What follows belongs to an exercise in optimizing a design on an open flow for small area, a short achievable clock period and few clock cycles per item; a production flow would make more cautious choices.
At most, simulation tests tie the RTL to the original design; equivalence was not proved.
Power figures rest on the tool's default switching activity, not on a simulated workload.

== job 101 ==
==> flow/design.v (excerpt) <==
module exec_stage (
    input  logic        clock,
    input  logic        reset,
    input  logic        issue_valid,
    input  logic [1:0]  issue_fu,
    input  logic [3:0]  issue_func,
    input  logic [1:0]  opa_select,
    input  logic [2:0]  opb_select,
    input  logic [31:0] inst,
    input  logic [31:0] pc,
    input  logic [31:0] rs1_value,
    input  logic [31:0] rs2_value,
    input  logic [4:0]  issue_tag,
    input  logic        complete_credit,
    output logic [2:0]  fu_free,
    output logic        complete_valid,
    output logic [1:0]  complete_fu,
    output logic [4:0]  complete_tag,
    output logic [31:0] complete_result,
    output logic        complete_take
);
    localparam logic [3:0] ALU_ADD = 4'd0, ALU_SUB = 4'd1, ALU_AND = 4'd2, ALU_OR = 4'd3,
                           ALU_XOR = 4'd4, ALU_SLT = 4'd5, ALU_SLTU = 4'd6, ALU_SLL = 4'd7,
                           ALU_SRL = 4'd8, ALU_SRA = 4'd9;
    localparam logic [3:0] MUL = 4'd10, MULH = 4'd11, MULHSU = 4'd12;
    localparam logic [6:0] OPCODE_JAL  = 7'b1101111;
    localparam logic [6:0] OPCODE_JALR = 7'b1100111;
    logic [31:0] opa, opb;
    logic [29:0] pc_inc;
    always_comb begin
        logic [29:0] c;
        c = pc[31:2];
        for (int step = 1; step < 30; step = step * 2) begin
            for (int i = 0; i < 30; i++) begin
                if ((i / step) % 2 == 1) c[i] = c[i] & c[(i / step) * step - 1];
            end
        end
        pc_inc = pc[31:2] ^ {c[28:0], 1'b1};
    end
    always_comb begin
        case (opa_select)
            2'd0:    opa = rs1_value;
            2'd1:    opa = {pc_inc, pc[1:0]};
            2'd2:    opa = pc;
            default: opa = '0;
        endcase
    end
    always_comb begin
        case (opb_select)
            3'd0:    opb = rs2_value;
  ...
==> flow/config.mk <==
export PLATFORM = sky130hd
export DESIGN_NAME = exec_stage
export DESIGN_NICKNAME = exec_stage
export VERILOG_FILES = /design/flow/design.v
export SDC_FILE = /design/flow/constraint.sdc
export NUM_CORES = 4
export LEC_CHECK = 0
export CAP_MARGIN = 20
export CORE_MARGIN = 2
export CORE_UTILIZATION = 55
export CTS_CLUSTER_DIAMETER = 80
export CTS_CLUSTER_SIZE = 30
export PLACE_DENSITY = 0.65
export SETUP_SLACK_MARGIN = 4.6
export SLEW_MARGIN = 20
==> flow/constraint.sdc <==
create_clock -name core_clock -period 8.0 [get_ports {clock}]
set_input_delay 1.6000 -clock core_clock [delete_from_list [all_inputs] [get_ports {clock}]]
set_output_delay 1.6000 -clock core_clock [all_outputs]
set_load 0.01 [all_outputs]
standard.sh (not shown) runs the stock make flow with config.mk's settings and CLKGATE_MAP_FILE= SYNTH_SCRIPT=/design/flow/synth_recipe.tcl, a recipe that flattens the netlist after the stock synthesis.
==> flow/flow/run.sh <==
#!/bin/bash
# The standard layout, with the port buffers made of buf_2 cells instead of the cell
# buffer_ports picks by default. Synthesis, floorplan, power grid and the rest are the
# standard flow's. make's full output goes to standard.log in this folder; ORFS writes
# each step's log under orfs/logs/.
set -euo pipefail
bash standard.sh "BUFFER_PORTS_ARGS=-buffer_cell sky130_fd_sc_hd__buf_2" finish > standard.log 2>&1
Job 101: full flow OK, the timing, DRC and antenna checks passed
## Diff of input files: job 102 against job 101
--- a/flow/design.v
+++ b/flow/design.v
@@ -623,26 +623,29 @@
         end
     end
     logic [31:0] m_a, m_b;
     logic        m_a32, m_uext;
     logic [3:0]  m_one, m_two, m_neg;
     logic [33:0] m_s, m_c;
     logic        m_ci;
     logic [7:0]  m_ls, m_lc;
-    logic        m_hi;
+    logic        m_hi, m_short;
     logic [4:0]  m_tag;
-    logic        r_hi;
+    logic        r_hi, r_short;
+    logic [7:0]  r_b0;
     logic [4:0]  r_tag;
     logic [31:0] mh_res;
     logic        in_asgn, in_bsgn, in_a32, in_uext;
     assign in_asgn = (issue_func == MUL) || (issue_func == MULH) || (issue_func == MULHSU);
     assign in_bsgn = (issue_func == MUL) || (issue_func == MULH);
     assign in_a32  = in_asgn & opa[31];
     assign in_uext = ~in_bsgn & opb[31];
+    logic        in_short;
+    assign in_short = (opb[31:15] == 17'h00000) || (in_bsgn && (opb[31:15] == 17'h1FFFF));
     assign m_free = !m_busy || m_last;
     assign m_step = m_busy && (!m_first || !r_v || grant_mul);
     logic [7:0]  m_corr_a, m_corr_b;
     logic [33:0] m_s_in, m_c_in;
     logic [41:0] m_sum, m_carry;
     logic [7:0]  m_low;
     logic        m_cout;
     assign m_corr_a = {8{m_uext}} & (({8{m_ph[0]}} & m_a[7:0])   | ({8{m_ph[1]}} & m_a[15:8])
@@ -673,59 +676,69 @@
             m_busy <= 1'b0;
             m_last <= 1'b0;
             r_v    <= 1'b0;
         end else begin
             if (m_free) begin
                 m_busy <= issue_valid && (issue_fu == 2'd1);
                 m_last <= 1'b0;
             end else if (m_step) begin
-                m_last <= m_ph[2];
+                m_last <= m_short ? m_ph[0] : m_ph[2];
             end
             if (m_last)         r_v <= 1'b1;
             else if (grant_mul) r_v <= 1'b0;
         end
     end
     always_ff @(posedge clock) begin
         if (m_free) begin
             m_ph    <= 4'b0001;
             m_first <= 1'b1;
             m_a     <= opa;
             m_b     <= opb;
             m_a32   <= in_a32;
             m_uext  <= in_uext;
             {m_one, m_two, m_neg} <= in_booth;
             m_hi    <= (issue_func != MUL);
+            m_short <= in_short;
             m_tag   <= issue_tag;
         end else if (m_step) begin
             m_ph    <= {m_ph[2:0], 1'b0};
             m_first <= 1'b0;
             m_b     <= {m_low, m_b[31:8]};
             {m_one, m_two, m_neg} <= m_next_booth;
         end
     end
     always_ff @(posedge clock) begin
         if (m_step) begin
             m_ls <= m_sum[7:0];
             m_lc <= m_carry[7:0];
             m_ci <= !m_first && m_cout;
             m_c  <= m_carry[41:8];
-            if (m_last && !m_hi) m_s <= {10'b0, m_low, m_b[31:16]};
-            else                 m_s <= m_sum[41:8];
+            if (m_last && !m_hi && !m_short) m_s <= {10'b0, m_low, m_b[31:16]};
+            else                             m_s <= m_sum[41:8];
         end
         if (m_last) begin
-            r_hi  <= m_hi;
-            r_tag <= m_tag;
+            r_hi    <= m_hi;
+            r_short <= m_short;
+            r_b0    <= m_low;
+            r_tag   <= m_tag;
         end
     end
     logic [39:0] mh_sum;
     exec_prefix_add #(.N(40)) u_mh_add (
         .a({m_s[31:0], m_ls}), .b({m_c[31:0], m_lc}), .cin(m_ci), .sum(mh_sum), .cout()
     );
-    assign mh_res = r_hi ? mh_sum[39:8] : {mh_sum[7:0], m_s[23:0]};
+    always_comb begin
+        case ({r_short, r_hi})
+            2'b00:   mh_res = {mh_sum[7:0], m_s[23:0]};
+            2'b01:   mh_res = mh_sum[39:8];
+            2'b10:   mh_res = {mh_sum[23:0], r_b0};
+            default: mh_res = {{16{mh_sum[39]}}, mh_sum[39:24]};
+        endcase
+    end
     assign credits_next = credits + {1'b0, complete_credit} - {1'b0, granted};
     always_ff @(posedge clock) begin
         if (reset) begin
             credits        <= 2'd2;
             has_credit     <= 1'b1;
             complete_valid <= 1'b0;
         end else begin
             credits        <= credits_next;
Notes after the runs:
In job 102 the synthesized netlist net count turned out 157 higher than in job 101.
The fraction of synthesized cell area in xor and xnor cells reported for job 102 is smaller than that of job 101 by 1.1 points.
[compare] base=job 101 new=job 102: endpoint required time on the critical path picked up an extra 0.13 ns; multi-input combinational cell count picked up an extra about 7%.
Job 102: power share of the clock group is 0.7 points lower than what job 101 reported.
Function was not checked in any run of this note: the RTL went through the layout flow alone.

* * *

exec_stage, a different RTL version from the one above (not shown whole).
For scale: roughly 3100 cells after synthesis, about 450 flip-flops, ~190 I/O pins.
clock: 8.0 ns
lec_check: 0
cap_margin: 20
core_margin: 2
core_utilization: 62
place_density: 0.7
setup_slack_margin: 4.6
slew_margin: 20
Scripts as last shown in full above: flow/flow/run.sh
Testbench counts at the start, summed over its fixed seeds: cycles 39,051, items 32,000.
Then changed:
--- a/flow/design.v
+++ b/flow/design.v
@@ -6,26 +6,32 @@
     input  logic [N-1:0] b,
     input  logic         cin,
     output logic [N-1:0] sum,
     output logic         cout
 );
     logic [N-1:0] g0, p0, g, p;
     assign p0 = a ^ b;
+    assign g0 = a & b;
     always_comb begin
-        g0    = a & b;
-        g0[0] = (a[0] & b[0]) | (p0[0] & cin);
-    end
-    always_comb begin
-        g = g0;
-        p = p0;
+        g    = g0;
+        p    = p0;
+        g[0] = g0[0] | (p0[0] & cin);
         for (int step = 1; step < N; step = step * 2) begin
             for (int i = 0; i < N; i++) begin
                 if ((i / step) % 2 == 1) begin
-                    g[i] = g[i] | (p[i] & g[(i / step) * step - 1]);
-                    p[i] = p[i] & p[(i / step) * step - 1];
+                    if (i == step && step == 1) begin
+                        g[i] = (g0[1] | (p0[1] & g0[0])) | (p0[1] & p0[0] & cin);
+                        p[i] = p0[1] & p0[0];
+                    end else if (i == step) begin
+                        g[i] = (g0[i] | (p0[i] & g0[i-1])) | (p0[i] & p0[i-1] & g[i-2]);
+                        p[i] = p0[i] & p0[i-1] & p[i-2];
+                    end else begin
+                        g[i] = g[i] | (p[i] & g[(i / step) * step - 1]);
+                        p[i] = p[i] & p[(i / step) * step - 1];
+                    end
                 end
             end
         end
     end
     assign sum  = p0 ^ {g[N-2:0], cin};
     assign cout = g[N-1];
 endmodule
@@ -468,15 +474,14 @@
                 default:          in_sel[S_SR]   = 1'b1;
             endcase
         end
     end
     logic        x_v, x_br, x_jump, x_clr0, x_sub, x_shl, x_sra;
     logic        x_eq_lo, x_eq_hi, x_lt_lo, x_lt_hi, x_s1, x_s2;
     logic [2:0]  x_f3;
-    logic [4:0]  x_rot;
     logic [7:0]  x_sel;
     logic [4:0]  x_tag;
     logic        x_a31;
     logic [31:0] x_p, x_g;
     logic [4:0]  x_sh;
     logic [31:0] in_bx;
     assign in_bx = (in_sel[S_SL] || in_sel[S_SR]) ? 32'b0 : opb ^ {32{in_sub}};
@@ -485,15 +490,14 @@
         else       x_v <= issue_valid && (issue_fu != 2'd1);
     end
     always_ff @(posedge clock) begin
         x_br   <= issue_fu[1];
         x_sel  <= in_sel;
         x_sub  <= in_sub;
         x_shl  <= (issue_func == ALU_SLL);
-        x_rot  <= (issue_func == ALU_SLL) ? 5'd0 - opb[4:0] : opb[4:0];
         x_sra  <= (issue_func == ALU_SRA);
         x_tag  <= issue_tag;
         x_a31  <= opa[31];
         x_p    <= opa ^ in_bx;
         x_g    <= opa & in_bx;
         x_sh   <= opb[4:0];
         x_jump  <= in_jal | in_jalr;
@@ -527,14 +531,16 @@
     logic [31:0] sh_rot, sh_mask, sh_mask_l, sh_out;
     logic [31:0] x_res;
     exec_prefix_pg #(.N(32)) u_add (
         .g0(x_g), .p0(x_p), .cin(x_sub), .sum(x_sum), .cout(x_cout)
     );
     assign x_ltu = ~x_cout;
     assign x_lt  = ~x_p[31] ? x_a31 : x_ltu;
+    logic [4:0] x_rot;
+    assign x_rot = x_shl ? 5'd0 - x_sh : x_sh;
     always_comb begin
         sh_rot = x_p;
         for (int k = 0; k < 5; k++) begin
             if (x_rot[k]) sh_rot = 32'({sh_rot, sh_rot} >> (1 << k));
         end
     end
     always_comb begin
@@ -731,20 +737,18 @@
             complete_valid <= 1'b0;
         end else begin
             credits        <= credits_next;
             has_credit     <= (credits_next != 2'd0);
             complete_valid <= granted;
         end
     end
-    logic [31:0] out_x, out_o;
-    logic        out_selx;
     always_ff @(posedge clock) begin
-        complete_fu   <= grant_x ? {x_br, 1'b0} : grant_pa ? 2'd0 : grant_pb ? 2'd2 : 2'd1;
-        complete_tag  <= grant_x ? x_tag : grant_pa ? pa_tag : grant_pb ? pb_tag : r_tag;
-        complete_take <= grant_x ? (x_br & x_take) : grant_pb & pb_take;
-        out_selx      <= grant_x;
-        out_x         <= x_res;
-        out_o         <= grant_pa ? pa_res : grant_pb ? pb_res : mh_res;
+        complete_fu     <= grant_x ? {x_br, 1'b0} : grant_pa ? 2'd0 : grant_pb ? 2'd2 : 2'd1;
+        complete_tag    <= grant_x ? x_tag : grant_pa ? pa_tag : grant_pb ? pb_tag : r_tag;
+        complete_take   <= grant_x ? (x_br & x_take) : grant_pb & pb_take;
+        complete_result <= ({32{grant_x}}   & x_res)
+                         | ({32{grant_pa}}  & pa_res)
+                         | ({32{grant_pb}}  & pb_res)
+                         | ({32{grant_mul}} & mh_res);
     end
-    assign complete_result = out_selx ? out_x : out_o;
 endmodule
 `default_nettype wire
=> The new run finished clean. Cell area went up by about 1.1%. Synthesized area went down by 2.2%. Setup slack loses 0.17 ns. Total power went down by about 0.3%. Core utilization went up by 2.6 points. Synthesized cell count went down by 2.5%.
For the second run of this note, only the layout was checked, not whether the RTL still works.

==> static timing again, ports no longer ideal <==
Ports are ideal in the flow. The routed layouts listed here were re-timed in OpenROAD.
Step 1: set_driving_cell puts a clkbuf_16 on clock and a buf_2 on each other input, an assumption about the parent block.
Step 2 adds t to the input delays and takes it off the output delays; t is the mean of the earliest and latest rising clock arrival at the registers after step 1. Input paths then give back, and output paths get back, about the clock's delay inside the block.
Slacks: no drivers / after step 1 / after step 2; pairs: no drivers / after step 1.
run | shift t [ns] | setup slack, ns | worst register clock-pin slew, ns
job 101 | 0.657 | 4.601 / 4.601 / 4.038 | 0.11 / 0.11
job 102 | 0.652 | 4.276 / 4.276 / 3.890 | 0.12 / 0.12
the first run of note 2 | 0.666 | 4.539 / 4.539 / 3.921 | 0.07 / 0.07
the second run of note 2 | 0.646 | 4.367 / 4.367 / 3.932 | 0.07 / 0.07
After both steps setup and hold are still met in every run listed. For the first run of note 2, which loses most, drivers alone change the setup slack by 0.000 ns; drivers and shift together by -0.618 ns.
